Source: an optimization exercise on an open RTL-to-GDS flow (aim: small area). Production flows keep margins and buffers that such runs may drop. Function was checked by simulation only, so behaviour that the tests miss may differ from the original. Power and IR drop assume default switching activity.

v6:
## lockin_top
module lockin_top (
    input  logic                  clk,
    input  logic                  rst,
    input  lockin_pkg::sample_t   i_in1,
    input  lockin_pkg::sample_t   i_in2,
    input  lockin_pkg::bus_word_t i_sys_addr,
    input  lockin_pkg::bus_word_t i_sys_wdata,
    input  logic                  i_sys_wen,
    input  logic                  i_sys_ren,
    output lockin_pkg::sample_t   o_out1,
    output lockin_pkg::sample_t   o_out2,
    output lockin_pkg::sample_t   o_osc1,
    output lockin_pkg::sample_t   o_osc2,
    output lockin_pkg::bus_word_t o_sys_rdata,
    output logic                  o_sys_err,
    output logic                  o_sys_ack
);
    logic [4:0]  sa_q, sb_q;
    logic [3:0]  o1s_q, o2s_q, hpt_q, lpt_q;
    logic        hpd_q, lpd_q;
    logic [13:0] off_q, gn_q;
    logic        page;       
    logic [5:0]  wi;         
    assign page = ~|i_sys_addr[19:8] & ~|i_sys_addr[1:0];
    assign wi   = i_sys_addr[7:2];
    logic wr;
    assign wr = i_sys_wen & page;
    always_ff @(posedge clk or posedge rst) begin
        if (rst) begin
            sa_q  <= 5'd1;
            sb_q  <= 5'd2;
            o1s_q <= '0;
            o2s_q <= '0;
            hpt_q <= '0;
            lpt_q <= '0;
            hpd_q <= 1'b0;
            lpd_q <= 1'b0;
            off_q <= '0;
            gn_q  <= '0;
        end else if (wr) begin
            case (wi)
                6'h00: sa_q  <= i_sys_wdata[4:0];
                6'h01: sb_q  <= i_sys_wdata[4:0];
                6'h04: o1s_q <= i_sys_wdata[3:0];
                6'h05: o2s_q <= i_sys_wdata[3:0];
                6'h14: hpt_q <= i_sys_wdata[3:0];
                6'h15: lpt_q <= i_sys_wdata[3:0];
                6'h16: off_q <= i_sys_wdata[13:0];
                6'h17: gn_q  <= i_sys_wdata[13:0];
                6'h18: hpd_q <= |i_sys_wdata;
                6'h19: lpd_q <= |i_sys_wdata;
                default: ;
            endcase
        end
    end
    logic [13:0] sig_d;           
    logic        run_q;           
    logic        hb_q;            
    logic [33:0] hacc;            
    logic        neg_q;           
  ...
For scale: ~23000 µm² of cells after synthesis.
Settings: LEC_CHECK=0, CAP_MARGIN=20, CORE_MARGIN=2, CORE_UTILIZATION=40, CTS_BUF_LIST=sky130_fd_sc_hd__clkbuf_8, CTS_CLUSTER_DIAMETER=60, CTS_CLUSTER_SIZE=12, SLEW_MARGIN=20; clock period 10.5 ns.
run.sh (not shown) runs the stock make flow with config.mk's settings and CLKGATE_MAP_FILE= SYNTH_SCRIPT=/design/flow/synth_recipe.tcl, a recipe that flattens the netlist after the stock synthesis.
In summary, v6 completed successfully, with a layout that passed the timing, DRC and antenna checks.
Here is what was changed in the inputs of v7 compared with v6.
Settings: CORE_UTILIZATION changed from 40 to 60; ABC_AREA newly set to 1; PLACE_DENSITY newly set to 0.7.
Findings:
v7: routed length per instance lower than v6
[compare] base=v6 new=v7: sequential portion of the cell area rose by 0.67 points, minimum setup slack in the final design rose by 0.076 ns, synthesized cell count rose by 406, sequential fraction of the synthesis area rose by 0.26 points.
Multiplexer share of the synthesized area for v7 is lower than for v6.
Between v6 and v7, number of non-filler instances in the completed layout is higher for v7, v6 comes in under that.
Cell count of the worst hold path (higher): v7

* * *

lockin_top again, from the RTL that the note above started with.
clock: 10.5 ns
lec_check: 0
cap_margin: 20
core_margin: 2
core_utilization: 40
cts_buf_list: sky130_fd_sc_hd__clkbuf_8
cts_cluster_diameter: 60
cts_cluster_size: 12
slew_margin: 20
standard.sh (not shown) runs the stock make flow with config.mk's settings and CLKGATE_MAP_FILE= SYNTH_SCRIPT=/design/flow/synth_recipe.tcl, a recipe that flattens the netlist after the stock synthesis.
==> flow/flow/run.sh <==
#!/bin/bash
# Standard layout, except that the port buffers are the smallest buffer cell.
set -o pipefail
export BUFFER_PORTS_ARGS="-buffer_cell sky130_fd_sc_hd__buf_1"
bash standard.sh 2>&1 | tee standard.log
The first run went through all stages and came out clean.
Then changed:
--- a/flow/config.mk
+++ b/flow/config.mk
@@ -7,0 +8 @@
+export ABC_AREA = 1
@@ -10 +11 @@
-export CORE_UTILIZATION = 40
+export CORE_UTILIZATION = 60
@@ -13,0 +15 @@
+export PLACE_DENSITY = 0.7
Outcome: The new run finished with timing, DRC and antenna clean. Die area decreases by 34%. Combinational power decreases by about 60%. Clock power drops by about 6%. Via count rose by 6.5%. Total power fell by 51%. Global-route usage rises by 16 points.

* * *

Another version of the RTL of lockin_top (not shown whole).
Size: ~2200 cells after synthesis, roughly 230 flip-flops.
export LEC_CHECK = 0
export ABC_AREA = 1
export CAP_MARGIN = 20
export CORE_MARGIN = 2
export CORE_UTILIZATION = 60
export CTS_BUF_LIST = sky130_fd_sc_hd__clkbuf_8
export CTS_CLUSTER_DIAMETER = 100
export CTS_CLUSTER_SIZE = 12
export PLACE_DENSITY = 0.7
export SLEW_MARGIN = 20
create_clock -name core_clock -period 10.5 [get_ports {clk}]
==> flow/flow/run.sh <==
#!/bin/bash
# The standard layout with two changes:
#  - the port buffers are the smallest buffer cell (buf_1);
#  - ABC maps the logic with an area-oriented script (flow/abc_area.script,
#    amap with more area iterations instead of map, and no ABC buffering
#    or upsizing, which the layout repairs do instead). Everything else, registers included, is the
#    standard synthesis and flow: the ORFS scripts are copied unchanged and
#    only abc_area.script is replaced in the copy.
set -o pipefail
rm -rf scripts_area
cp -r "$FLOW_HOME/scripts" scripts_area
chmod -R u+w scripts_area
cp flow/abc_area.script scripts_area/abc_area.script
export BUFFER_PORTS_ARGS="-buffer_cell sky130_fd_sc_hd__buf_1"
bash standard.sh SCRIPTS_DIR="$PWD/scripts_area" finish 2>&1 | tee standard.log
==> flow/flow/abc_area.script <==
strash
dc2
dch -x
amap -F 8 -A 16
topo
stime -c
dnsize -c
Rerun with:
--- a/flow/config.mk
+++ b/flow/config.mk
@@ -13 +13 @@
-export CTS_CLUSTER_DIAMETER = 100
+export CTS_CLUSTER_DIAMETER = 60
What happened: The new run completed without violations; via count came out higher by about 0.45%; sequential cell count does not change; die area stays the same.

-- afterwards: timing with drivers on the ports --
The flow's constraints put no driver on any port. The routed layouts listed below were extracted and timed again, unchanged, in two steps. Step 1: set_driving_cell puts a clkbuf_16 on clk and a buf_2 on each other input, an assumption about the parent block. Step 2 moves the port delays by t, midway between the first and last clock arrival at a register: inputs arrive t later, outputs are due t later. That takes back most of the time a late clock gives input paths. Slacks: no drivers / after step 1 / after step 2; pairs: no drivers / after step 1.
| run | t, ns | setup WS [ns] | worst register clock-pin slew, ns |
|---|---|---|---|
| v6 | 0.688 | 0.523 / 0.523 / 0.269 | 0.10 / 0.10 |
| v7 | 0.695 | 0.598 / 0.598 / 0.598 | 0.09 / 0.09 |
| the first run of note 2 | 0.689 | 0.608 / 0.608 / 0.544 | 0.10 / 0.10 |
| the second run of note 2 | 0.678 | 0.675 / 0.675 / 0.675 | 0.09 / 0.09 |
| the first run of note 3 | 0.627 | 0.593 / 0.593 / 0.564 | 0.11 / 0.11 |
| the second run of note 3 | 0.661 | 0.538 / 0.538 / 0.538 | 0.10 / 0.10 |
After both steps every run listed still meets setup and hold. For v6, which loses most, drivers alone change the setup slack by 0.000 ns; drivers and shift together by -0.254 ns.
